From an optimization exercise on the open Yosys and OpenROAD flow, aimed at small area, a short achievable clock period and few clock cycles per item; shortcuts taken in it are not production practice.
Power and IR drop assume default switching activity.

## tpu_top
module tpu_top
(
    input  logic        clk,
    input  logic        rst,
    input  logic        psel,
    input  logic        penable,
    input  logic        pwrite,
    input  logic [7:0]  paddr,
    input  logic [31:0] pwdata,
    output logic [31:0] prdata,
    output logic        pready,
    output logic        pslverr
);
==> module tpu_top, before the edit <==
module tpu_top
(
    input  logic        clk,
    input  logic        rst,
    input  logic        psel,
    input  logic        penable,
    input  logic        pwrite,
    input  logic [7:0]  paddr,
    input  logic [31:0] pwdata,
    output logic [31:0] prdata,
    output logic        pready,
    output logic        pslverr
);
    localparam int MW = 127;   
    logic [7:0] aq   [4][4];     
    logic [7:0] wq   [4][4];     
    logic [6:0] res  [16];       
    logic       res_ok;          
    logic       busy;
    logic       done;
    logic       go_q;            
    logic       wact;            
    logic       fin_q;           
    logic [3:0] wcnt;            
    logic [3:0] t;               
    logic [3:0] idx;
    logic       aligned, is_ctrl, is_status, is_feat, is_wgt, is_res, mapped;
    assign idx       = paddr[5:2];
    assign aligned   = (paddr[1:0] == 2'b00);
    assign is_ctrl   = (paddr == 8'h00);
    assign is_status = (paddr == 8'h04);
    assign is_feat   = aligned && (paddr[7:6] == 2'd1);
    assign is_wgt    = aligned && (paddr[7:6] == 2'd2);
    assign is_res    = aligned && (paddr[7:6] == 2'd3);
    assign mapped    = is_ctrl || is_status || is_feat || is_wgt || is_res;
    logic [MW-1:0] m, mq;
    logic [17:0]   r0, r1, rq0, rq1, sum;
    logic [6:0]    act;
    logic [6:0]    act_w;        
    logic          pz2, pz3;     
    logic [3:0]    e3;           
    logic          res_we;       
    tpu_dot4_a i_dot_a (
        .a0 (aq[0][0]), .a1 (aq[0][1]), .a2 (aq[0][2]), .a3 (aq[0][3]),
        .w0 (wq[0][0]), .w1 (wq[1][0]), .w2 (wq[2][0]), .w3 (wq[3][0]),
        .m  (m)
    );
    tpu_dot4_b i_dot_b (
        .m  (mq),
        .r0 (r0),
        .r1 (r1)
    );
    assign sum    = rq0 + rq1 + 18'h20000;
    assign act    = sum[17] ? 7'd0 : (|sum[16:7]) ? 7'd127 : sum[6:0];
    assign act_w  = pz3 ? 7'd0 : act;
    assign e3     = t - 4'd2;
    assign res_we = wact;
    logic fin;                 
    logic busy_nx, done_nx;    
    logic err_setup;           
    assign fin     = fin_q;
    assign busy_nx = busy && !fin;
    assign done_nx = done || fin;
    assign err_setup = !mapped || (pwrite && (is_status || is_res))
                    || (pwrite && busy_nx && (is_feat || is_wgt || (is_ctrl && pwdata[0])));
    logic       setup, wr_ok, go_s, we_feat, we_wgt;
    logic [1:0] wlc [4];         
    logic [1:0] alr [4];         
    logic [3:0] t_nx;
    logic       arot;            
    assign setup   = psel && !penable;
    assign wr_ok   = setup && pwrite && aligned && !busy_nx;
    assign go_s    = setup && pwrite && is_ctrl && pwdata[0] && !busy_nx;
    assign we_feat = wr_ok && (paddr[7:6] == 2'd1);
    assign we_wgt  = wr_ok && (paddr[7:6] == 2'd2);
    assign t_nx    = t + 4'd1;
    assign arot    = (t[1:0] == 2'd3);
    always_comb begin
        for (int c = 0; c < 4; c++) wlc[c] = 2'(c) + t_nx[1:0];
        for (int r = 0; r < 4; r++) alr[r] = 2'(r) + t_nx[3:2];
    end
    logic [7:0] pa_q;            
    always_ff @(posedge clk) pa_q <= paddr;
    logic [6:0] rd_r;
    logic [7:0] rd_fast;
    always_comb begin
        rd_r = res[idx];
        rd_fast = ({8{is_res && res_ok}} & {1'b0, rd_r})
                | ({8{is_status}} & {6'd0, done_nx, busy_nx});
    end
    logic [7:0] rd_slow;
    logic       hit;
    assign rd_slow = pa_q[7] ? wq[pa_q[5:4]][0] : aq[0][pa_q[3:2]];
    assign hit     = pa_q[7] ? (t[1:0] == pa_q[3:2]) : (t[3:2] == pa_q[5:4]);
    logic       op_rd;           
    logic       st_wait;         
    logic [7:0] rd_q;
    logic       err_q;
    logic       rdy_q;
    assign op_rd   = !pwrite && aligned && (paddr[7:6] == 2'd1 || paddr[7:6] == 2'd2);
    assign st_wait = !pwrite && is_status && busy_nx;
    always_ff @(posedge clk) begin
        rd_q  <= (!rdy_q && pa_q[7:6] != 2'd0) ? rd_slow : rd_fast;
        err_q <= err_setup;
        if (psel && !penable) rdy_q <= !(op_rd || st_wait);
        else rdy_q <= rdy_q || ((pa_q[7:6] == 2'd0) ? fin : hit);
    end
    assign prdata  = {{24{rd_q[7]}}, rd_q};
    assign pslverr = err_q;
    assign pready  = rdy_q;
    always_ff @(posedge clk) begin
        for (int r = 0; r < 4; r++) begin
            for (int k = 0; k < 4; k++) begin
                if (rst) aq[r][k] <= 8'd0;
                else if (we_feat && paddr[5:4] == alr[r] && paddr[3:2] == 2'(k)) aq[r][k] <= pwdata[7:0];
                else if (arot) aq[r][k] <= aq[(r + 1) % 4][k];
            end
        end
        for (int k = 0; k < 4; k++) begin
            for (int c = 0; c < 4; c++) begin
                if (rst) wq[k][c] <= 8'd0;
                else if (we_wgt && paddr[5:4] == 2'(k) && paddr[3:2] == wlc[c]) wq[k][c] <= pwdata[7:0];
                else wq[k][c] <= wq[k][(c + 1) % 4];
            end
        end
    end
    always_ff @(posedge clk) begin
        if (rst) begin
            busy   <= 1'b0;
            done   <= 1'b0;
            res_ok <= 1'b0;
            go_q   <= 1'b0;
            fin_q  <= 1'b0;
            wact   <= 1'b0;
            wcnt   <= 4'd0;
            t      <= 4'd0;
        end else begin
            go_q <= go_s;
            fin_q <= wact && (wcnt == 4'd15);
            if (go_q) begin
                busy <= 1'b1;
                done <= 1'b0;
            end else if (fin) begin
                busy   <= 1'b0;
                done   <= 1'b1;
                res_ok <= 1'b1;
            end
            if (go_s) begin
                wact <= 1'b1;
                wcnt <= 4'd0;
            end else if (wact) begin
                if (wcnt == 4'd15) wact <= 1'b0;
                wcnt <= wcnt + 4'd1;
            end
            t <= t + 4'd1;
        end
    end
    always_ff @(posedge clk) begin
        for (int e = 0; e < 16; e++) begin
            if (res_we && e3 == 4'(e)) res[e] <= act_w;
        end
    end
    always_ff @(posedge clk) begin
        mq    <= m;
        rq0   <= r0;
        rq1   <= r1;
        pz2   <= rst;
        pz3   <= pz2;
    end
endmodule
clock: 10.0 ns
lec_check: 0
cap_margin: 20
core_margin: 2
core_utilization: 55
slew_margin: 20
standard.sh (not shown) runs the stock make flow with config.mk's settings and CLKGATE_MAP_FILE= SYNTH_SCRIPT=/design/flow/synth_recipe.tcl, a recipe that flattens the netlist after the stock synthesis.
==> flow/flow/run.sh <==
#!/bin/bash
set -euo pipefail
bash standard.sh SETUP_SLACK_MARGIN=6.8 MATCH_CELL_FOOTPRINT=0 \
    "BUFFER_PORTS_ARGS=-buffer_cell sky130_fd_sc_hd__buf_2" finish > flow_make.log 2>&1
The first run ran to the end with violations: antenna violations.
Change:
--- a/flow/design.v
+++ b/flow/design.v
@@ -677,7 +677,6 @@
     logic       done;
     logic       go_q;            
     logic       wact;            
-    logic       fin_q;           
     logic [3:0] wcnt;            
     logic [3:0] t;               
     logic [3:0] idx;
@@ -691,10 +690,10 @@
     assign is_res    = aligned && (paddr[7:6] == 2'd3);
     assign mapped    = is_ctrl || is_status || is_feat || is_wgt || is_res;
     logic [MW-1:0] m, mq;
-    logic [17:0]   r0, r1, rq0, rq1, sum;
+    logic [17:0]   r0, r1, rq0, rq1, sum_q;
     logic [6:0]    act;
     logic [6:0]    act_w;        
-    logic          pz2, pz3;     
+    logic          pz2, pz3, pz4;   
     logic [3:0]    e3;           
     logic          res_we;       
     tpu_dot4_a i_dot_a (
@@ -707,15 +706,14 @@
         .r0 (r0),
         .r1 (r1)
     );
-    assign sum    = rq0 + rq1 + 18'h20000;
-    assign act    = sum[17] ? 7'd0 : (|sum[16:7]) ? 7'd127 : sum[6:0];
-    assign act_w  = pz3 ? 7'd0 : act;
-    assign e3     = t - 4'd2;
+    assign act    = sum_q[17] ? 7'd0 : (|sum_q[16:7]) ? 7'd127 : sum_q[6:0];
+    assign act_w  = pz4 ? 7'd0 : act;
+    assign e3     = t - 4'd3;
     assign res_we = wact;
     logic fin;                 
     logic busy_nx, done_nx;    
     logic err_setup;           
-    assign fin     = fin_q;
+    assign fin     = wact && (wcnt == 4'd15);
     assign busy_nx = busy && !fin;
     assign done_nx = done || fin;
     assign err_setup = !mapped || (pwrite && (is_status || is_res))
@@ -741,7 +739,7 @@
     logic [6:0] rd_r;
     logic [7:0] rd_fast;
     always_comb begin
-        rd_r = res[idx];
+        rd_r = (res_we && e3 == idx) ? act_w : res[idx];
         rd_fast = ({8{is_res && res_ok}} & {1'b0, rd_r})
                 | ({8{is_status}} & {6'd0, done_nx, busy_nx});
     end
@@ -787,13 +785,11 @@
             done   <= 1'b0;
             res_ok <= 1'b0;
             go_q   <= 1'b0;
-            fin_q  <= 1'b0;
             wact   <= 1'b0;
             wcnt   <= 4'd0;
             t      <= 4'd0;
         end else begin
             go_q <= go_s;
-            fin_q <= wact && (wcnt == 4'd15);
             if (go_q) begin
                 busy <= 1'b1;
                 done <= 1'b0;
@@ -802,7 +798,7 @@
                 done   <= 1'b1;
                 res_ok <= 1'b1;
             end
-            if (go_s) begin
+            if (go_q) begin
                 wact <= 1'b1;
                 wcnt <= 4'd0;
             end else if (wact) begin
@@ -821,7 +817,9 @@
         mq    <= m;
         rq0   <= r0;
         rq1   <= r1;
+        sum_q <= rq0 + rq1 + 18'h20000;
         pz2   <= rst;
         pz3   <= pz2;
+        pz4   <= pz3;
     end
 endmodule
Result: The new run passed the timing, design-rule and antenna checks; die area rises by about 1.9%; sequential power rose by about 3%; power grows by about 6%; core utilization rose by 1.7 points; non-clock buffer count went up by 34; design area is higher by 5.1%; routed wire length goes up by 4.0%; critical path depth stays the same; worst hold slack stays flat; clock-buffer cell count goes up by 4.
No functional check of the RTL was part of any run of this note.

[port drivers added, routing unchanged]
The results above use ideal ports. As a check the final layouts listed here were re-extracted and re-timed, cells and wires unchanged.
Step 1: set_driving_cell puts a clkbuf_16 on clk and a buf_2 on each other input, an assumption about the parent block.
Step 2, shift: input delay + t, output delay - t, t = (earliest + latest rising clock arrival at the registers) / 2. This alone moves slack from input paths to output paths.
Three values: ideal, step 1, step 2; two values: the first two.
run	t, ns	setup slack, ns	worst setup path after step 2	worst data-port slew with drivers (ns)	pins driven straight from the clock port
the first run	0.684	6.719 / 6.661 / 6.185	input to register	0.06	1
the second run	0.685	6.729 / 6.666 / 6.089	input to register	0.08	1
The setup slack of the second run, which loses most, moves by -0.063 ns with the drivers and by -0.640 ns with both steps.
